What follows belongs to an exercise in optimizing a design on an open flow for small area, a short achievable clock period and few clock cycles per item; a production flow would make more cautious choices. The RTL was checked by simulation tests, not by an equivalence proof against the original design.

File: flow/design.v
`timescale 1ns / 1ps
module rgb_to_hsv_converter_top (
  input  logic        clk,
  input  logic        rst,
  input  logic        push,
  input  logic [31:0] pixel,
  output logic        full,
  output logic        empty,
  input  logic        pop,
  output logic [39:0] hsv
);
  logic en;
  logic s0_vld;
  logic [31:0] s0_pix;
  logic s1_vld;
  logic [7:0] s1_alpha;
  logic [7:0] s1_mx;
  logic [7:0] s1_d;
  logic [1:0] s1_hq;
  logic [7:0] s1_hr;
  logic [1:0] s1_m3;
  logic s2_vld;
  logic [7:0] s2_alpha;
  logic [7:0] s2_mx;
  logic [7:0] s2_d;
  logic [3:0] s2_hq;
  logic [7:0] s2_hr;
  logic [1:0] s2_m3;
  logic s3_vld;
  logic [7:0] s3_alpha;
  logic [7:0] s3_mx;
  logic [7:0] s3_d;
  logic [5:0] s3_hq;
  logic [7:0] s3_hr;
  logic [1:0] s3_m3;
  logic s4_vld;
  logic [7:0] s4_alpha;
  logic [7:0] s4_mx;
  logic [7:0] s4_d;
  logic [7:0] s4_hq;
  logic [7:0] s4_hr;
  logic [1:0] s4_m3;
  logic [7:0] s4_sr;
  logic s4_sq;
  logic s5_vld;
  logic [7:0] s5_alpha;
  logic [7:0] s5_mx;
  logic [7:0] s5_d;
  logic [9:0] s5_hq;
  logic [7:0] s5_hr;
  logic [1:0] s5_m3;
  logic [7:0] s5_sr;
  logic [2:0] s5_sq;
  logic s6_vld;
  logic [7:0] s6_alpha;
  logic [7:0] s6_mx;
  logic [7:0] s6_d;
  logic [11:0] s6_hq;
  logic [7:0] s6_hr;
  logic [1:0] s6_m3;
  logic [7:0] s6_sr;
  logic [4:0] s6_sq;
  logic s7_vld;
  logic [7:0] s7_alpha;
  logic [7:0] s7_mx;
  logic [7:0] s7_d;
  logic [13:0] s7_hq;
  logic [7:0] s7_hr;
  logic [1:0] s7_m3;
  logic [7:0] s7_sr;
  logic [6:0] s7_sq;
  logic s8_vld;
  logic [7:0] s8_alpha;
  logic [7:0] s8_mx;
  logic [15:0] s8_hue;
  logic [7:0] s8_sat;
  assign en    = !s8_vld || pop;
  assign full  = !en;
  assign empty = !s8_vld;
  assign hsv   = {s8_hue, s8_sat, s8_mx, s8_alpha};
  always_ff @(posedge clk) begin
    if (rst) begin
      s0_vld <= 1'b0;
      s1_vld <= 1'b0;
      s2_vld <= 1'b0;
      s3_vld <= 1'b0;
      s4_vld <= 1'b0;
      s5_vld <= 1'b0;
      s6_vld <= 1'b0;
      s7_vld <= 1'b0;
      s8_vld <= 1'b0;
    end else if (en) begin
      s0_vld <= push;
      s1_vld <= s0_vld;
      s2_vld <= s1_vld;
      s3_vld <= s2_vld;
      s4_vld <= s3_vld;
      s5_vld <= s4_vld;
      s6_vld <= s5_vld;
      s7_vld <= s6_vld;
      s8_vld <= s7_vld;
    end
  end
  always_ff @(posedge clk) begin
    if (en) begin
      s0_pix <= pixel;
      s1_alpha <= s0_pix[7:0];
      s1_mx <= c1_mx;
      s1_d <= c1_d0;
      s1_hq <= c1_h0_hq;
      s1_hr <= c1_h0_hr;
      s1_m3 <= c1_h0_m3;
      s2_alpha <= s1_alpha;
      s2_mx <= s1_mx;
      s2_d <= s1_d;
      s2_hq <= c2_h2_hq;
      s2_hr <= c2_h2_hr;
      s2_m3 <= c2_h2_m3;
      s3_alpha <= s2_alpha;
      s3_mx <= s2_mx;
      s3_d <= s2_d;
      s3_hq <= c3_h4_hq;
      s3_hr <= c3_h4_hr;
      s3_m3 <= c3_h4_m3;
      s4_alpha <= s3_alpha;
      s4_mx <= s3_mx;
      s4_d <= s3_d;
      s4_hq <= c4_h6_hq;
      s4_hr <= c4_h6_hr;
      s4_m3 <= c4_h6_m3;
      s4_sr <= c4_s0_sr;
      s4_sq <= c4_s0_sq;
      s5_alpha <= s4_alpha;
      s5_mx <= s4_mx;
      s5_d <= s4_d;
      s5_hq <= c5_h8_hq;
      s5_hr <= c5_h8_hr;
      s5_m3 <= c5_h8_m3;
      s5_sr <= c5_s2_sr;
      s5_sq <= c5_s2_sq;
      s6_alpha <= s5_alpha;
      s6_mx <= s5_mx;
      s6_d <= s5_d;
      s6_hq <= c6_h10_hq;
      s6_hr <= c6_h10_hr;
      s6_m3 <= c6_h10_m3;
      s6_sr <= c6_s4_sr;
      s6_sq <= c6_s4_sq;
      s7_alpha <= s6_alpha;
      s7_mx <= s6_mx;
      s7_d <= s6_d;
      s7_hq <= c7_h12_hq;
      s7_hr <= c7_h12_hr;
      s7_m3 <= c7_h12_m3;
      s7_sr <= c7_s6_sr;
      s7_sq <= c7_s6_sq;
      s8_alpha <= s7_alpha;
      s8_mx <= s7_mx;
      s8_hue <= c8_hue;
      s8_sat <= c8_sat;
    end
  end
  logic [7:0] f_r, f_g, f_b;
  logic [8:0] f_rg, f_gr, f_gb, f_bg, f_br, f_rb;
  logic ge_rg, ge_gr, ge_gb, ge_bg, ge_br, ge_rb;
  logic c_0, c_1, c_2, c_3, c_4, c_5;
  assign f_r = s0_pix[31:24];
  assign f_g = s0_pix[23:16];
  assign f_b = s0_pix[15:8];
  assign f_rg = {1'b0, f_r} - {1'b0, f_g};
  assign f_gr = {1'b0, f_g} - {1'b0, f_r};
  assign f_gb = {1'b0, f_g} - {1'b0, f_b};
  assign f_bg = {1'b0, f_b} - {1'b0, f_g};
  assign f_br = {1'b0, f_b} - {1'b0, f_r};
  assign f_rb = {1'b0, f_r} - {1'b0, f_b};
  assign ge_rg = !f_rg[8];
  assign ge_gr = !f_gr[8];
  assign ge_gb = !f_gb[8];
  assign ge_bg = !f_bg[8];
  assign ge_br = !f_br[8];
  assign ge_rb = !f_rb[8];
  assign c_0 = !ge_gr &  ge_gb;    
  assign c_1 =  ge_gr & !ge_br;    
  assign c_2 = !ge_bg &  ge_br;    
  assign c_3 =  ge_bg & !ge_rg;    
  assign c_4 = !ge_rb &  ge_rg;    
  assign c_5 =  ge_rb & !ge_gb;    
  logic [7:0] c1_d0, c1_hr0, c1_mx;
  logic [1:0] c1_m30;
  logic [0:0] c1_hq0;
  assign c1_d0 = ({8{c_0}} & f_rb[7:0]) | ({8{c_1}} & f_gb[7:0]) | ({8{c_2}} & f_gr[7:0])
           | ({8{c_3}} & f_br[7:0]) | ({8{c_4}} & f_bg[7:0]) | ({8{c_5}} & f_rg[7:0]);
  assign c1_hr0 = ({8{c_0}} & f_gb[7:0]) | ({8{c_1}} & f_gr[7:0]) | ({8{c_2}} & f_br[7:0])
            | ({8{c_3}} & f_bg[7:0]) | ({8{c_4}} & f_rg[7:0]) | ({8{c_5}} & f_rb[7:0]);
  assign c1_mx = (c_1 | c_2) ? f_g : (c_3 | c_4) ? f_b : f_r;
  assign c1_m30 = {c_2 | c_5, c_1 | c_4};
  assign c1_hq0 = c_3 | c_4 | c_5;
  logic [9:0] c1_h0_sub; logic c1_h0_q; logic [7:0] c1_h0_hr; logic [1:0] c1_h0_m3; logic c1_h0_hb;
  assign c1_h0_sub = {1'b0, c1_hr0, 1'b0} - {2'b00, c1_d0};
  assign c1_h0_q = !c1_h0_sub[9];
  assign c1_h0_hr = c1_h0_q ? c1_h0_sub[7:0] : {c1_hr0[6:0], 1'b0};
  assign c1_h0_hb = c1_m30[1] | (c1_m30[0] & c1_h0_q);
  assign c1_h0_m3 = {(c1_m30 == 2'd1 && !c1_h0_q) || (c1_m30 == 2'd2 && c1_h0_q), (c1_m30 == 2'd0 && c1_h0_q) || (c1_m30 == 2'd2 && !c1_h0_q)};
  logic [1:0] c1_h0_hq;
  assign c1_h0_hq = {c1_hq0, c1_h0_hb};
  logic [9:0] c2_h1_sub; logic c2_h1_q; logic [7:0] c2_h1_hr; logic [1:0] c2_h1_m3; logic c2_h1_hb;
  assign c2_h1_sub = {1'b0, s1_hr, 1'b0} - {2'b00, s1_d};
  assign c2_h1_q = !c2_h1_sub[9];
  assign c2_h1_hr = c2_h1_q ? c2_h1_sub[7:0] : {s1_hr[6:0], 1'b0};
  assign c2_h1_hb = s1_m3[1] | (s1_m3[0] & c2_h1_q);
  assign c2_h1_m3 = {(s1_m3 == 2'd1 && !c2_h1_q) || (s1_m3 == 2'd2 && c2_h1_q), (s1_m3 == 2'd0 && c2_h1_q) || (s1_m3 == 2'd2 && !c2_h1_q)};
  logic [2:0] c2_h1_hq;
  assign c2_h1_hq = {s1_hq, c2_h1_hb};
  logic [9:0] c2_h2_sub; logic c2_h2_q; logic [7:0] c2_h2_hr; logic [1:0] c2_h2_m3; logic c2_h2_hb;
  assign c2_h2_sub = {1'b0, c2_h1_hr, 1'b0} - {2'b00, s1_d};
  assign c2_h2_q = !c2_h2_sub[9];
  assign c2_h2_hr = c2_h2_q ? c2_h2_sub[7:0] : {c2_h1_hr[6:0], 1'b0};
  assign c2_h2_hb = c2_h1_m3[1] | (c2_h1_m3[0] & c2_h2_q);
  assign c2_h2_m3 = {(c2_h1_m3 == 2'd1 && !c2_h2_q) || (c2_h1_m3 == 2'd2 && c2_h2_q), (c2_h1_m3 == 2'd0 && c2_h2_q) || (c2_h1_m3 == 2'd2 && !c2_h2_q)};
  logic [3:0] c2_h2_hq;
  assign c2_h2_hq = {c2_h1_hq, c2_h2_hb};
  logic [9:0] c3_h3_sub; logic c3_h3_q; logic [7:0] c3_h3_hr; logic [1:0] c3_h3_m3; logic c3_h3_hb;
  assign c3_h3_sub = {1'b0, s2_hr, 1'b0} - {2'b00, s2_d};
  assign c3_h3_q = !c3_h3_sub[9];
  assign c3_h3_hr = c3_h3_q ? c3_h3_sub[7:0] : {s2_hr[6:0], 1'b0};
  assign c3_h3_hb = s2_m3[1] | (s2_m3[0] & c3_h3_q);
  assign c3_h3_m3 = {(s2_m3 == 2'd1 && !c3_h3_q) || (s2_m3 == 2'd2 && c3_h3_q), (s2_m3 == 2'd0 && c3_h3_q) || (s2_m3 == 2'd2 && !c3_h3_q)};
  logic [4:0] c3_h3_hq;
  assign c3_h3_hq = {s2_hq, c3_h3_hb};
  logic [9:0] c3_h4_sub; logic c3_h4_q; logic [7:0] c3_h4_hr; logic [1:0] c3_h4_m3; logic c3_h4_hb;
  assign c3_h4_sub = {1'b0, c3_h3_hr, 1'b0} - {2'b00, s2_d};
  assign c3_h4_q = !c3_h4_sub[9];
  assign c3_h4_hr = c3_h4_q ? c3_h4_sub[7:0] : {c3_h3_hr[6:0], 1'b0};
  assign c3_h4_hb = c3_h3_m3[1] | (c3_h3_m3[0] & c3_h4_q);
  assign c3_h4_m3 = {(c3_h3_m3 == 2'd1 && !c3_h4_q) || (c3_h3_m3 == 2'd2 && c3_h4_q), (c3_h3_m3 == 2'd0 && c3_h4_q) || (c3_h3_m3 == 2'd2 && !c3_h4_q)};
  logic [5:0] c3_h4_hq;
  assign c3_h4_hq = {c3_h3_hq, c3_h4_hb};
  logic [9:0] c4_h5_sub; logic c4_h5_q; logic [7:0] c4_h5_hr; logic [1:0] c4_h5_m3; logic c4_h5_hb;
  assign c4_h5_sub = {1'b0, s3_hr, 1'b0} - {2'b00, s3_d};
  assign c4_h5_q = !c4_h5_sub[9];
  assign c4_h5_hr = c4_h5_q ? c4_h5_sub[7:0] : {s3_hr[6:0], 1'b0};
  assign c4_h5_hb = s3_m3[1] | (s3_m3[0] & c4_h5_q);
  assign c4_h5_m3 = {(s3_m3 == 2'd1 && !c4_h5_q) || (s3_m3 == 2'd2 && c4_h5_q), (s3_m3 == 2'd0 && c4_h5_q) || (s3_m3 == 2'd2 && !c4_h5_q)};
  logic [6:0] c4_h5_hq;
  assign c4_h5_hq = {s3_hq, c4_h5_hb};
  logic [9:0] c4_h6_sub; logic c4_h6_q; logic [7:0] c4_h6_hr; logic [1:0] c4_h6_m3; logic c4_h6_hb;
  assign c4_h6_sub = {1'b0, c4_h5_hr, 1'b0} - {2'b00, s3_d};
  assign c4_h6_q = !c4_h6_sub[9];
  assign c4_h6_hr = c4_h6_q ? c4_h6_sub[7:0] : {c4_h5_hr[6:0], 1'b0};
  assign c4_h6_hb = c4_h5_m3[1] | (c4_h5_m3[0] & c4_h6_q);
  assign c4_h6_m3 = {(c4_h5_m3 == 2'd1 && !c4_h6_q) || (c4_h5_m3 == 2'd2 && c4_h6_q), (c4_h5_m3 == 2'd0 && c4_h6_q) || (c4_h5_m3 == 2'd2 && !c4_h6_q)};
  logic [7:0] c4_h6_hq;
  assign c4_h6_hq = {c4_h5_hq, c4_h6_hb};
  logic [7:0] c4_sr0;
  assign c4_sr0 = s3_d - 8'd1;
  logic [9:0] c4_s0_sub; logic c4_s0_q; logic [7:0] c4_s0_sr;
  assign c4_s0_sub = {1'b0, c4_sr0, (s3_d[7] ^ (|s3_d[6:0]))} - {2'b00, s3_mx};
  assign c4_s0_q = !c4_s0_sub[9];
  assign c4_s0_sr = c4_s0_q ? c4_s0_sub[7:0] : {c4_sr0[6:0], (s3_d[7] ^ (|s3_d[6:0]))};
  logic [0:0] c4_s0_sq;
  assign c4_s0_sq = c4_s0_q;
  logic [9:0] c5_h7_sub; logic c5_h7_q; logic [7:0] c5_h7_hr; logic [1:0] c5_h7_m3; logic c5_h7_hb;
  assign c5_h7_sub = {1'b0, s4_hr, 1'b0} - {2'b00, s4_d};
  assign c5_h7_q = !c5_h7_sub[9];
  assign c5_h7_hr = c5_h7_q ? c5_h7_sub[7:0] : {s4_hr[6:0], 1'b0};
  assign c5_h7_hb = s4_m3[1] | (s4_m3[0] & c5_h7_q);
  assign c5_h7_m3 = {(s4_m3 == 2'd1 && !c5_h7_q) || (s4_m3 == 2'd2 && c5_h7_q), (s4_m3 == 2'd0 && c5_h7_q) || (s4_m3 == 2'd2 && !c5_h7_q)};
  logic [8:0] c5_h7_hq;
  assign c5_h7_hq = {s4_hq, c5_h7_hb};
  logic [9:0] c5_h8_sub; logic c5_h8_q; logic [7:0] c5_h8_hr; logic [1:0] c5_h8_m3; logic c5_h8_hb;
  assign c5_h8_sub = {1'b0, c5_h7_hr, 1'b0} - {2'b00, s4_d};
  assign c5_h8_q = !c5_h8_sub[9];
  assign c5_h8_hr = c5_h8_q ? c5_h8_sub[7:0] : {c5_h7_hr[6:0], 1'b0};
  assign c5_h8_hb = c5_h7_m3[1] | (c5_h7_m3[0] & c5_h8_q);
  assign c5_h8_m3 = {(c5_h7_m3 == 2'd1 && !c5_h8_q) || (c5_h7_m3 == 2'd2 && c5_h8_q), (c5_h7_m3 == 2'd0 && c5_h8_q) || (c5_h7_m3 == 2'd2 && !c5_h8_q)};
  logic [9:0] c5_h8_hq;
  assign c5_h8_hq = {c5_h7_hq, c5_h8_hb};
  logic [9:0] c5_s1_sub; logic c5_s1_q; logic [7:0] c5_s1_sr;
  assign c5_s1_sub = {1'b0, s4_sr, (s4_d[6] ^ (|s4_d[5:0]))} - {2'b00, s4_mx};
  assign c5_s1_q = !c5_s1_sub[9];
  assign c5_s1_sr = c5_s1_q ? c5_s1_sub[7:0] : {s4_sr[6:0], (s4_d[6] ^ (|s4_d[5:0]))};
  logic [1:0] c5_s1_sq;
  assign c5_s1_sq = {s4_sq, c5_s1_q};
  logic [9:0] c5_s2_sub; logic c5_s2_q; logic [7:0] c5_s2_sr;
  assign c5_s2_sub = {1'b0, c5_s1_sr, (s4_d[5] ^ (|s4_d[4:0]))} - {2'b00, s4_mx};
  assign c5_s2_q = !c5_s2_sub[9];
  assign c5_s2_sr = c5_s2_q ? c5_s2_sub[7:0] : {c5_s1_sr[6:0], (s4_d[5] ^ (|s4_d[4:0]))};
  logic [2:0] c5_s2_sq;
  assign c5_s2_sq = {c5_s1_sq, c5_s2_q};
  logic [9:0] c6_h9_sub; logic c6_h9_q; logic [7:0] c6_h9_hr; logic [1:0] c6_h9_m3; logic c6_h9_hb;
  assign c6_h9_sub = {1'b0, s5_hr, 1'b0} - {2'b00, s5_d};
  assign c6_h9_q = !c6_h9_sub[9];
  assign c6_h9_hr = c6_h9_q ? c6_h9_sub[7:0] : {s5_hr[6:0], 1'b0};
  assign c6_h9_hb = s5_m3[1] | (s5_m3[0] & c6_h9_q);
  assign c6_h9_m3 = {(s5_m3 == 2'd1 && !c6_h9_q) || (s5_m3 == 2'd2 && c6_h9_q), (s5_m3 == 2'd0 && c6_h9_q) || (s5_m3 == 2'd2 && !c6_h9_q)};
  logic [10:0] c6_h9_hq;
  assign c6_h9_hq = {s5_hq, c6_h9_hb};
  logic [9:0] c6_h10_sub; logic c6_h10_q; logic [7:0] c6_h10_hr; logic [1:0] c6_h10_m3; logic c6_h10_hb;
  assign c6_h10_sub = {1'b0, c6_h9_hr, 1'b0} - {2'b00, s5_d};
  assign c6_h10_q = !c6_h10_sub[9];
  assign c6_h10_hr = c6_h10_q ? c6_h10_sub[7:0] : {c6_h9_hr[6:0], 1'b0};
  assign c6_h10_hb = c6_h9_m3[1] | (c6_h9_m3[0] & c6_h10_q);
  assign c6_h10_m3 = {(c6_h9_m3 == 2'd1 && !c6_h10_q) || (c6_h9_m3 == 2'd2 && c6_h10_q), (c6_h9_m3 == 2'd0 && c6_h10_q) || (c6_h9_m3 == 2'd2 && !c6_h10_q)};
  logic [11:0] c6_h10_hq;
  assign c6_h10_hq = {c6_h9_hq, c6_h10_hb};
  logic [9:0] c6_s3_sub; logic c6_s3_q; logic [7:0] c6_s3_sr;
  assign c6_s3_sub = {1'b0, s5_sr, (s5_d[4] ^ (|s5_d[3:0]))} - {2'b00, s5_mx};
  assign c6_s3_q = !c6_s3_sub[9];
  assign c6_s3_sr = c6_s3_q ? c6_s3_sub[7:0] : {s5_sr[6:0], (s5_d[4] ^ (|s5_d[3:0]))};
  logic [3:0] c6_s3_sq;
  assign c6_s3_sq = {s5_sq, c6_s3_q};
  logic [9:0] c6_s4_sub; logic c6_s4_q; logic [7:0] c6_s4_sr;
  assign c6_s4_sub = {1'b0, c6_s3_sr, (s5_d[3] ^ (|s5_d[2:0]))} - {2'b00, s5_mx};
  assign c6_s4_q = !c6_s4_sub[9];
  assign c6_s4_sr = c6_s4_q ? c6_s4_sub[7:0] : {c6_s3_sr[6:0], (s5_d[3] ^ (|s5_d[2:0]))};
  logic [4:0] c6_s4_sq;
  assign c6_s4_sq = {c6_s3_sq, c6_s4_q};
  logic [9:0] c7_h11_sub; logic c7_h11_q; logic [7:0] c7_h11_hr; logic [1:0] c7_h11_m3; logic c7_h11_hb;
  assign c7_h11_sub = {1'b0, s6_hr, 1'b0} - {2'b00, s6_d};
  assign c7_h11_q = !c7_h11_sub[9];
  assign c7_h11_hr = c7_h11_q ? c7_h11_sub[7:0] : {s6_hr[6:0], 1'b0};
  assign c7_h11_hb = s6_m3[1] | (s6_m3[0] & c7_h11_q);
  assign c7_h11_m3 = {(s6_m3 == 2'd1 && !c7_h11_q) || (s6_m3 == 2'd2 && c7_h11_q), (s6_m3 == 2'd0 && c7_h11_q) || (s6_m3 == 2'd2 && !c7_h11_q)};
  logic [12:0] c7_h11_hq;
  assign c7_h11_hq = {s6_hq, c7_h11_hb};
  logic [9:0] c7_h12_sub; logic c7_h12_q; logic [7:0] c7_h12_hr; logic [1:0] c7_h12_m3; logic c7_h12_hb;
  assign c7_h12_sub = {1'b0, c7_h11_hr, 1'b0} - {2'b00, s6_d};
  assign c7_h12_q = !c7_h12_sub[9];
  assign c7_h12_hr = c7_h12_q ? c7_h12_sub[7:0] : {c7_h11_hr[6:0], 1'b0};
  assign c7_h12_hb = c7_h11_m3[1] | (c7_h11_m3[0] & c7_h12_q);
  assign c7_h12_m3 = {(c7_h11_m3 == 2'd1 && !c7_h12_q) || (c7_h11_m3 == 2'd2 && c7_h12_q), (c7_h11_m3 == 2'd0 && c7_h12_q) || (c7_h11_m3 == 2'd2 && !c7_h12_q)};
  logic [13:0] c7_h12_hq;
  assign c7_h12_hq = {c7_h11_hq, c7_h12_hb};
  logic [9:0] c7_s5_sub; logic c7_s5_q; logic [7:0] c7_s5_sr;
  assign c7_s5_sub = {1'b0, s6_sr, (s6_d[2] ^ (|s6_d[1:0]))} - {2'b00, s6_mx};
  assign c7_s5_q = !c7_s5_sub[9];
  assign c7_s5_sr = c7_s5_q ? c7_s5_sub[7:0] : {s6_sr[6:0], (s6_d[2] ^ (|s6_d[1:0]))};
  logic [5:0] c7_s5_sq;
  assign c7_s5_sq = {s6_sq, c7_s5_q};
  logic [9:0] c7_s6_sub; logic c7_s6_q; logic [7:0] c7_s6_sr;
  assign c7_s6_sub = {1'b0, c7_s5_sr, (s6_d[1] ^ (|s6_d[0:0]))} - {2'b00, s6_mx};
  assign c7_s6_q = !c7_s6_sub[9];
  assign c7_s6_sr = c7_s6_q ? c7_s6_sub[7:0] : {c7_s5_sr[6:0], (s6_d[1] ^ (|s6_d[0:0]))};
  logic [6:0] c7_s6_sq;
  assign c7_s6_sq = {c7_s5_sq, c7_s6_q};
  logic [9:0] c8_h13_sub; logic c8_h13_q; logic [7:0] c8_h13_hr; logic [1:0] c8_h13_m3; logic c8_h13_hb;
  assign c8_h13_sub = {1'b0, s7_hr, 1'b0} - {2'b00, s7_d};
  assign c8_h13_q = !c8_h13_sub[9];
  assign c8_h13_hr = c8_h13_q ? c8_h13_sub[7:0] : {s7_hr[6:0], 1'b0};
  assign c8_h13_hb = s7_m3[1] | (s7_m3[0] & c8_h13_q);
  assign c8_h13_m3 = {(s7_m3 == 2'd1 && !c8_h13_q) || (s7_m3 == 2'd2 && c8_h13_q), (s7_m3 == 2'd0 && c8_h13_q) || (s7_m3 == 2'd2 && !c8_h13_q)};
  logic [14:0] c8_h13_hq;
  assign c8_h13_hq = {s7_hq, c8_h13_hb};
  logic [9:0] c8_h14_sub; logic c8_h14_q; logic [7:0] c8_h14_hr; logic [1:0] c8_h14_m3; logic c8_h14_hb;
  assign c8_h14_sub = {1'b0, c8_h13_hr, 1'b0} - {2'b00, s7_d};
  assign c8_h14_q = !c8_h14_sub[9];
  assign c8_h14_hr = c8_h14_q ? c8_h14_sub[7:0] : {c8_h13_hr[6:0], 1'b0};
  assign c8_h14_hb = c8_h13_m3[1] | (c8_h13_m3[0] & c8_h14_q);
  assign c8_h14_m3 = {(c8_h13_m3 == 2'd1 && !c8_h14_q) || (c8_h13_m3 == 2'd2 && c8_h14_q), (c8_h13_m3 == 2'd0 && c8_h14_q) || (c8_h13_m3 == 2'd2 && !c8_h14_q)};
  logic [15:0] c8_h14_hq;
  assign c8_h14_hq = {c8_h13_hq, c8_h14_hb};
  logic [9:0] c8_s7_sub; logic c8_s7_q; logic [7:0] c8_s7_sr;
  assign c8_s7_sub = {1'b0, s7_sr, s7_d[0]} - {2'b00, s7_mx};
  assign c8_s7_q = !c8_s7_sub[9];
  assign c8_s7_sr = c8_s7_q ? c8_s7_sub[7:0] : {s7_sr[6:0], s7_d[0]};
  logic [7:0] c8_s7_sq;
  assign c8_s7_sq = {s7_sq, c8_s7_q};
  logic c8_grey;
  assign c8_grey = (s7_d == 8'd0);
  logic [15:0] c8_hue; logic [7:0] c8_sat;
  assign c8_hue = c8_grey ? 16'd0 : c8_h14_hq;
  assign c8_sat = c8_grey ? 8'd0 : c8_s7_sq;
endmodule
File: flow/run.sh
#!/bin/bash
# synth_recipe.tcl (not shown) runs the flow's synth.tcl, then flattens the netlist and writes it again
# the make line also repeats each setting of config.mk as NAME=value (left out here)
make -C /OpenROAD-flow-scripts/flow DESIGN_CONFIG=/design/flow/config.mk WORK_HOME=/design/flow/orfs CLKGATE_MAP_FILE= SYNTH_SCRIPT=/design/flow/synth_recipe.tcl finish
File: flow/config.mk
export PLATFORM = sky130hd
export DESIGN_NAME = rgb_to_hsv_converter_top
export DESIGN_NICKNAME = rgb_to_hsv_converter_top
export VERILOG_FILES = /design/flow/design.v
export SDC_FILE = /design/flow/constraint.sdc
export NUM_CORES = 4
export LEC_CHECK = 0
export CAP_MARGIN = 20
export CORE_MARGIN = 2
export CORE_UTILIZATION = 40
export SLEW_MARGIN = 20
File: flow/constraint.sdc
create_clock -name core_clock -period 8.5 [get_ports {clk}]
set_input_delay 1.7000 -clock core_clock [delete_from_list [all_inputs] [get_ports {clk}]]
set_output_delay 1.7000 -clock core_clock [all_outputs]
set_load 0.01 [all_outputs]
==> summary.txt, run 1 <==
status=no timing/DRC/antenna violations; First DRT Iteration DRCs=803; WL per Instance=16.14 µm; share of cells above drive strength 1=0.09298; CTS HTree Levels=2; critical path startpoint category=flip-flop; final hold violation count=0; nets=2561; worst min-delay path class=flip-flop to flip-flop; Worst slew margin=0.2167; total number of vias=16500; global route overflow=0; fillers=5627; CTS Buffer Depth=3; CTS tree=built; post-layout min period=6009 ps; # IOs=78; setup_tns=0 ps; Fin Hold WS=415.9 ps; detailed-route DRC error count=0; Area growth, synth to finish=13.18%; initial antenna violation count=0; die area=64980 µm²; register area share after synthesis=0.5008; GPL Wtd Cong=0.8867; placed insts=3071; post-synthesis net count=2482; number of CTS-inserted buffers=49; # Post-CTS Setup Buffers=0; placed inst area=26830 µm²; # hold bufs at CTS=0; crit-path max FO=15; post-route setup slack=2491 ps; antenna-violating nets left=0; post-CTS sizing=0; port bufs=77; fin crit share=0.7069; Post-synth ARST share=0; type of destination of the critical path=flip-flop; Root Driver=clkbuf_16; fin area=28500 µm²; Post-synth EDFFs=414; Avg Cell Area, Syn=11.42 µm²; fin util=0.4602; Worst Clk Skew=15.90 ps; Worst Tran Pin Value=1171 ps; CTS clock-pin slew for the worst setup and hold paths=60 ps; die extent in x=254.9 µm; Post-Place Worst Slack=2535 ps; number of diodes=0; post-synthesis cell type count=70; Initial Util=0.4066; Rows=91; clk sinks=423; Core Region=61940 µm²; Yosys warnings=1; FF+latch count, synth=423; chip height=254.9 µm; number of global-route vias before repair=16760; final wirelength=50.99 mm; non-filler instance count after layout=3160; Setup CP Type=flip-flop to flip-flop; Final Max Slew Viols=0; largest net degree at the start of global routing=180; first-pass GRT wire length=83.20 mm; # setup viols final=0; Data arrival, critical path=6350 ps; area of the multi-input gates=11560 µm²; DR vias/cell=5.222; detailed placement HPWL=38.05 mm; Pre-antenna DRT Iters=5; GRT Overall Usage=0.1589; Post-Syn Area=25180 µm²; Sequential cell area=12610 µm²; Max Cap Viol=0; Fmax=166.4 MHz; flop2flop setup slack=2490 ps; Primary FF master, synth=edfxtp_1; Worst-Skew Late Latency=590 ps; Mapped Cells=2206; RSZ-0062 raised after global routing=false; Req. time, crit path=8850 ps
-- registers in the layout, summed over array words and instances, names as in the netlist, 10 cells and up --
| name | count |
|---|---|
| s5_hq | 10 |
| s7_hq | 14 |
| s0_pix | 32 |
| s6_hq | 12 |
| s8_hue | 16 |
-- cell families (layout without fill, tap and decap cells) --
family / count (synthesis) / count (layout) / share of synthesized area
buf+inv: 263 / 380 / 0.04054
fa+ha+maj: 240 / 240 / 0.1255
xor+xnor: 130 / 130 / 0.04521
mux: 108 / 108 / 0.04844
compound gates: 545 / 545 / 0.1436
flops: 423 / 423 / 0.5008
simple gates: 497 / 497 / 0.09589
-- cells in the mapped netlist (8+ instances only) --
master,number,share of area
nor2_1,131,0.020
ha_1,219,0.11
a31o_2,9,0.0031
a221o_1,15,0.0060
a21boi_0,23,0.0069
nor3_1,38,0.0076
o21ba_2,11,0.0044
xor2_1,39,0.014
a22oi_1,27,0.0080
nand2b_1,32,0.0079
edfxtp_1,414,0.49
a31oi_1,16,0.0040
a221oi_1,9,0.0031
xnor2_1,91,0.032
o21a_1,23,0.0069
mux2i_1,15,0.0060
dfxtp_1,9,0.0072
o21bai_1,18,0.0054
a21oi_1,149,0.030
and2_1,36,0.0089
and3_1,16,0.0040
o22ai_1,11,0.0027
mux2_2,87,0.039
nor2b_1,39,0.0097
a21o_1,59,0.018
fa_1,21,0.017
clkbuf_1,38,0.0057
nor4_1,8,0.0020
o31ai_1,13,0.0039
nand2_1,140,0.021
o21ai_0,105,0.021
nand3_1,17,0.0034
inv_1,207,0.031
-- layer usage --
| metal | global-route usage | wire (µm) | up-vias |
|---|---|---|---|
| met3 | 0.02817 | 1916 | 118 |
| met1 | 0.1890 | 21880 | 7881 |
| met4 | 0.06449 | 1904 | 0 |
| met5 | 0 | 0 | - |
| li1 | - | - | 8223 |
| met2 | 0.2835 | 25280 | 281 |
-- cells in the final DEF (no fill, tap or decap), types with 31 or more instances in the layout --
master | Yosys | final
edfxtp_1 | 414 | 414
clkdlybuf4s50_1 | 0 | 77
a21o_1 | 59 | 59
inv_1 | 207 | 207
clkbuf_16 | 0 | 50
a21oi_1 | 149 | 149
nor3_1 | 38 | 38
xor2_1 | 39 | 39
nor2b_1 | 39 | 39
o21ai_0 | 105 | 105
mux2_2 | 87 | 87
nand2_1 | 140 | 140
xnor2_1 | 91 | 91
ha_1 | 219 | 219
nor2_1 | 131 | 128
nand2b_1 | 32 | 31
and2_1 | 36 | 36
-- worst paths after layout --
kind	cells past startpoint	end	start
max	20	s1_hr[5]	s0_pix[24]
min	0	s6_hq[2]	s5_hq[0]
max reg2reg	20	s1_hr[5]	s0_pix[24]
min reg2reg	0	s6_hq[2]	s5_hq[0]
-- worst max-delay path: stages (launching register included) --
cell      delay [ps]
edfxtp_1         420
inv_1            120
ha_1             160
inv_1             70
fa_1             480
nand3_1          110
nand2_1          180
a221oi_2         510
and2_0           800
a22oi_1          210
nor2_1           130
a221oi_1          60
o211ai_1         140
inv_1             70
ha_1             350
a21o_1           190
a21o_1           170
a21o_1           180
o21a_2           220
nor2b_1          810
mux2_4           350
-- layout make-up --
cell class,instances,share of cell area
clock buffer,54,0.04442
clock inverter,35,0.01414
inverter,208,0.02739
multi-input combinational,1520,0.4057
sequential,423,0.4425
tap,837,0.03674
timing repair buffer,83,0.02906
Testbench counts, summed over its fixed seeds: cycles 8,264, items 8,192.
==> inputs of run 2 (changes only) <==
--- a/flow/config.mk
+++ b/flow/config.mk
@@ -8,4 +8,5 @@
 export CAP_MARGIN = 20
 export CORE_MARGIN = 2
 export CORE_UTILIZATION = 40
+export SETUP_SLACK_MARGIN = 5.0
 export SLEW_MARGIN = 20
==> run 2 against run 1 <==
  * Still clean
  * Area after synthesis did not move
  * First-iteration DRC count up 45%
  * Non-clock buffer count up 263
  * Count of clock-buffer cells in the layout up 7
  * Design area grew 15%
  * Setup slack better by 1500 ps
  * Register-to-register slack improved by 1500 ps
  * Highest routed layer unchanged
==> summary.txt, run 2 <==
fin crit share=0.5263; # hold bufs at CTS=0; Area growth, synth to finish=30.46%; Initial Util=0.4066; die area=64980 µm²; most common cell after layout, fill and taps aside=edfxtp_1; first-pass GRT wire length=91.89 mm; Mapped Cells=2206; type of destination of the critical path=flip-flop; # setup viols final=0; Critical Path End=s1_hr[2]; critical path startpoint category=flip-flop; final hold violation count=0; number of CTS-inserted buffers=48; Pre-antenna DRT Iters=5; Post-synth ARST share=0; First DRT Iteration DRCs=1164; Req. time, crit path=8840 ps; CTS Buffer Depth=3; nets=2826; crit path from=s0_pix[24]; Root Driver=clkbuf_16; post-synthesis cell type count=70; Primary FF master, synth=edfxtp_1; Top Registers=s0_pix: 32 flops, s8_hue: 16 flops, s7_hq: 14 flops; Final Max Slew Viols=0; most numerous cell in the Yosys netlist=edfxtp_1; number of global-route vias before repair=18330; port bufs=77; commonest non-fill, non-tap cells in the layout=edfxtp_1 (414), buf_4 (229), inv_1 (175); global route overflow=0; Synth top area share=0.4937; Post-Syn Area=25180 µm²; Reg2Reg Launch Point=s0_pix[24]; reg2reg end=s1_hr[2]; flop2flop setup slack=4030 ps; status=no timing/DRC/antenna violations; crit-path max FO=8; Rows=91; Data arrival, critical path=4810 ps; RSZ-0062 raised after global routing=true; final wirelength=59.08 mm; Yosys top cell by area=edfxtp_1; Post-synth EDFFs=414; setup_tns=0 ps; initial antenna violation count=1; Max Cap Viol=0; CTS HTree Levels=2; GPL Wtd Cong=0.8508; antenna-violating nets left=0; Setup CP Type=flip-flop to flip-flop; share of cells above drive strength 1=0.3063; die extent in x=254.9 µm; chip height=254.9 µm; detailed-route DRC error count=0; Synth top cells by count=edfxtp_1 (414), ha_1 (219), inv_1 (207); FF+latch count, synth=423; Worst Tran Pin Value=1007 ps; Worst-Skew Late Latency=600 ps; CTS tree=built; Core Region=61940 µm²; worst min-delay path class=flip-flop to flip-flop; Fmax=223.5 MHz; most area-consuming cells after synthesis=edfxtp_1 (49%), ha_1 (11%), mux2_2 (3.9%), xnor2_1 (3.2%), inv_1 (3.1%); GRT Overall Usage=0.1764; clk sinks=423; post-layout min period=4474 ps; # IOs=78; WL per Instance=17.24 µm; Largest Register=s0_pix; number of diodes=0; largest net degree at the start of global routing=167; total number of vias=18020; Largest register FFs=32; worst-case reg-to-reg path depth=21; detailed placement HPWL=39.27 mm; register area share after synthesis=0.5008; post-synthesis net count=2482; Yosys warnings=1; CTS clock-pin slew for the worst setup and hold paths=60 ps; Worst slew margin=0.3284; Worst Clk Skew=17.12 ps; Avg Cell Area, Syn=11.42 µm²; DR vias/cell=5.261
[run 2: cell types whose count changed in the layout (fill, tap and decap cells not counted), sizes merged]
| cell | before | now |
|---|---|---|
| clkbuf | 54 | 61 |
| buf | 6 | 271 |
| clkinvlp | 10 | 1 |
| bufinv | 7 | 3 |
| clkdlybuf4s50 | 77 | 75 |
| inv | 208 | 210 |
| and2 | 38 | 39 |
| nand2b | 32 | 34 |
| clkinv | 18 | 22 |
[run 2: worst min-delay path by stage]
stage	start	endpoint	depth (start not counted)
after floorplan	s0_pix[0]	s1_alpha[0]	0
final	s4_hq[4]	s5_hq[6]	0
after detailed placement	s2_alpha[0]	s3_alpha[0]	0
after global routing	s2_hq[2]	s3_hq[4]	0
after CTS	s4_hq[4]	s5_hq[6]	0
after global placement	s3_alpha[0]	s4_alpha[0]	0
[run 2: layout make-up]
class,count,area [µm²]
clock buffers,61,1313
clock inverters,28,254.0
flip-flops and latches,423,12610
repair buffers,346,3003
multi-input cells,1523,13810
inverters,208,812.0
well taps,837,1047
fillers,5180,29090
[run 2: worst max-delay path: stages, from the launching register on]
cell and delay, ps:
edfxtp_1 450, inv_2 140, ha_4 150, inv_4 40, fa_2 410, nand3_2 80
nand2_2 80, a221o_2 430, buf_4 160, nor2_4 220, buf_4 180, a221o_1 140
a22oi_1 90, o21ai_2 130, ha_4 260, nand4_1 120, inv_1 50, a31o_1 250
o21a_2 250, nor2b_4 140, buf_12 140, mux2_4 300
[run 2: per-layer routing]
metal | wire length (µm) | up-vias | track usage
li1 | - | 8775 | -
met1 | 24100 | 8784 | 0.2057
met2 | 30890 | 345 | 0.3290
met3 | 2048 | 119 | 0.02370
met4 | 2038 | 0 | 0.06383
met5 | 0 | - | 0
[run 2: logic make-up (layout without fill, tap and decap cells)]
family,Yosys count,in the layout,synth area share
fa+ha+maj,240,240,0.1255
mux,108,108,0.04844
simple gates,497,500,0.09589
buf+inv,263,643,0.04054
compound gates,545,545,0.1436
flops,423,423,0.5008
xor+xnor,130,130,0.04521
[run 2: what timing repair did]
item | in CTS | in global routing
setup buffers | 183 | 78
resized for setup | 265 | 166
pin swaps | 122 | 113
setup endpoints to repair | 360 | 342
gates cloned | 2 | 1
[run 2: per-stage QoR]
stage               instance area, µm²  instances  hold slack, ps  utilization  worst slack [ps]
floorplan                        25840       2206           400.3            -              3740
global placement                 27330       3073           400.3       0.4412              2742
detailed placement               27330       3073           404.5       0.4412              2536
CTS                              31470       3347           408.3       0.5081              4019
global route                     32850       3426           421.6       0.5304              3839
finish                           32850       3426           404.3       0.5304              4026
==> inputs of run 3 (changes only) <==
--- a/flow/config.mk
+++ b/flow/config.mk
@@ -8,5 +8,5 @@
 export CAP_MARGIN = 20
 export CORE_MARGIN = 2
 export CORE_UTILIZATION = 40
-export SETUP_SLACK_MARGIN = 5.0
+export SETUP_SLACK_MARGIN = 4.0
 export SLEW_MARGIN = 20
==> run 3 against run 2 <==
  * Cell count shrank 3.5%
  * Largest cell class is now registers
==> summary.txt, run 3 <==
status=no timing/DRC/antenna violations; flop2flop setup slack=3950 ps; die area=64980 µm²; CP cell instances=buf_4 > buf_4 > ha_1 > inv_1 > fa_2 > nand3_1 > nand2_4 > a221o_1 > nor2_4 > a221o_1 > a221oi_2 > o211ai_1 > inv_1 > ha_4 > a21o_1 > a21o_1 > a21o_1 > o21a_2 > nor2b_4 > buf_12 > mux2_4; global route overflow=0; fin util=0.4937; most common cell after layout, fill and taps aside=edfxtp_1; Max Cap Viol=0; Setup CP Type=flip-flop to flip-flop; CTS tree=built; detailed placement HPWL=38.71 mm; hold depth=0; # setup viols final=0; crit path from=s0_pix[8]; type of destination of the critical path=flip-flop; final hold violation count=0; chip height=254.9 µm; Synth top cells by count=edfxtp_1 (414), ha_1 (219), inv_1 (207); Avg Cell Area, Syn=11.42 µm²; initial antenna violation count=0; reg2reg end=s1_hr[3]; CTS Buffer Depth=3; die extent in x=254.9 µm; Worst Hold Endpoint=s7_hq[11]; largest net degree at the start of global routing=178; crit-path max FO=8; Mapped Cells=2206; Yosys top cell by area=edfxtp_1; CTS clock-pin slew for the worst setup and hold paths=60 ps; first-pass GRT wire length=86.97 mm; most numerous cell in the Yosys netlist=edfxtp_1; Area growth, synth to finish=21.42%; fin crit share=0.5348; GRT Overall Usage=0.1667; number of CTS-inserted buffers=48; Largest Register=s0_pix; slowest stage cell, crit path=edfxtp_1; clk sinks=423; Pre-antenna DRT Iters=6; Top Registers=s0_pix: 32 flops, s8_hue: 16 flops, s7_hq: 14 flops; CTS HTree Levels=2; Largest register FFs=32; Post-synth EDFFs=414; number of global-route vias before repair=17330; final wirelength=54.65 mm; post-synthesis cell type count=70; WL per Instance=16.53 µm; largest delay contributor family on the critical path=compound AO/OA/AOI/OAI gates; Worst slew margin=0.3336; most area-consuming cells after synthesis=edfxtp_1 (49%), ha_1 (11%), mux2_2 (3.9%), xnor2_1 (3.2%), inv_1 (3.1%); nets=2706; Fmax=220.0 MHz; Core Region=61940 µm²; commonest non-fill, non-tap cells in the layout=edfxtp_1 (414), ha_1 (197), inv_1 (192); post-synthesis net count=2482; antenna-violating nets left=0; register area share after synthesis=0.5008; slowest cell delay on critical path=390 ps; Worst Tran Pin Value=999.6 ps; share of cells above drive strength 1=0.2049; Initial Util=0.4066; Compound-Gate Fraction of Synth Area=0.1436; worst-case reg-to-reg path depth=21; Req. time, crit path=8840 ps; Synth Area in XOR/XNOR=0.04521; DR vias/cell=5.227; number of diodes=0; Yosys warnings=1; RSZ-0062 raised after global routing=true; # hold bufs at CTS=0; Root Driver=clkbuf_16; Primary FF master, synth=edfxtp_1; WP buf/inv=5; synthesized-area fraction occupied by adder cells=0.1255; post-layout min period=4546 ps; Worst-Skew Late Latency=590 ps; Data arrival, critical path=4880 ps; Post-synth ARST share=0; Final Max Slew Viols=0; post-synthesis mux area share=0.04844; # IOs=78; First DRT Iteration DRCs=823; Rows=91; setup_tns=0 ps; total number of vias=17280; min-delay src=s6_hq[9]; main combinational cell family by area after synthesis=compound AO/OA/AOI/OAI gates; fillers=5505; Worst Clk Skew=28.34 ps; Post-Syn Area=25180 µm²; GPL Wtd Cong=0.8387; worst min-delay path class=flip-flop to flip-flop; Reg2Reg Launch Point=s0_pix[8]; critical path startpoint category=flip-flop; Simple-Gate Fraction of Synth Area=0.09589; FF+latch count, synth=423; Synth top area share=0.4937; port bufs=77; detailed-route DRC error count=0; CP dominant cell by count=a21o_1
[run 3: what timing repair did]
action / in CTS / in global routing
endpoints found under the setup margin: 102 / 100
resized for setup: 143 / 85
pin swaps: 52 / 73
cloned: 2 / 0
setup buffers: 85 / 58
[run 3: worst max path at each step]
stage / endpoint / slack, ps / depth (start not counted)
final: s1_hr[3] / 3950 / 21
after global routing: s1_hr[6] / 3780 / 20
after CTS: s5_sr[6] / 3950 / 23
after detailed placement: s1_hr[3] / 2480 / 19
after global placement: s1_hr[4] / 2630 / 19
after floorplan: full / 3740 / 3
[run 3: routing by layer]
layer	wire (µm)	global-route usage	up-vias
li1	-	-	8516
met1	22420	0.1932	8375
met2	28520	0.3116	281
met3	1955	0.02431	108
met4	1755	0.05915	0
met5	0	0	-
[run 3: cell type report]
cell class / instances / area (µm²) / share of cell area
clock buffers: 53 / 1220 / 0.03990
clock inverters: 36 / 504.2 / 0.01649
inverters: 208 / 795.8 / 0.02602
multi-input cells: 1522 / 12450 / 0.4071
flip-flops and latches: 423 / 12610 / 0.4125
well taps: 837 / 1047 / 0.03425
repair buffers: 227 / 1949 / 0.06375
[run 3: kinds of logic (layout without fill, tap and decap cells)]
kind of cell,after synthesis,count (layout)
AOI/OAI and AO/OA,545,545
adders and majority gates,240,240
buffers and inverters,263,524
xor gates and xnor gates,130,130
DFF,423,423
muxes,108,108
and+or+nand+nor,497,499
[run 3: metrics by stage]
| step | cell area [µm²] | hold WS (ps) | std cells | worst slack [ps] |
|---|---|---|---|---|
| after floorplan | 25380 | 400.3 | 2206 | 3740 |
| after global placement | 26980 | 400.2 | 3072 | 2629 |
| after detailed placement | 26980 | 404.5 | 3072 | 2483 |
| after CTS | 29850 | 409.8 | 3248 | 3952 |
| after global routing | 30580 | 417.4 | 3306 | 3781 |
| final | 30580 | 404.7 | 3306 | 3954 |

-- static timing again, ports no longer ideal --
The flow's constraints put no driver on any port. The routed layouts listed below were extracted and timed again, unchanged, in two steps. Step 1, drivers: a clkbuf_16 drives clk and a buf_2 each remaining input, both assumed. Step 2 adds t to the input delays and takes it off the output delays; t is the mean of the earliest and latest rising clock arrival at the registers after step 1. Input paths then give back, and output paths get back, about the clock's delay inside the block. Slacks: ideal / step 1 / step 2; pairs: ideal / step 1.
run | shift t [ns] | slack for setup (ns) | worst data-port slew with drivers (ns)
run 1 | 0.651 | 2.491 / 2.491 / 2.491 | 0.04
run 2 | 0.648 | 4.026 / 4.026 / 4.026 | 0.06
run 3 | 0.640 | 3.954 / 3.954 / 3.954 | 0.05
After both steps every run listed still meets setup and hold.
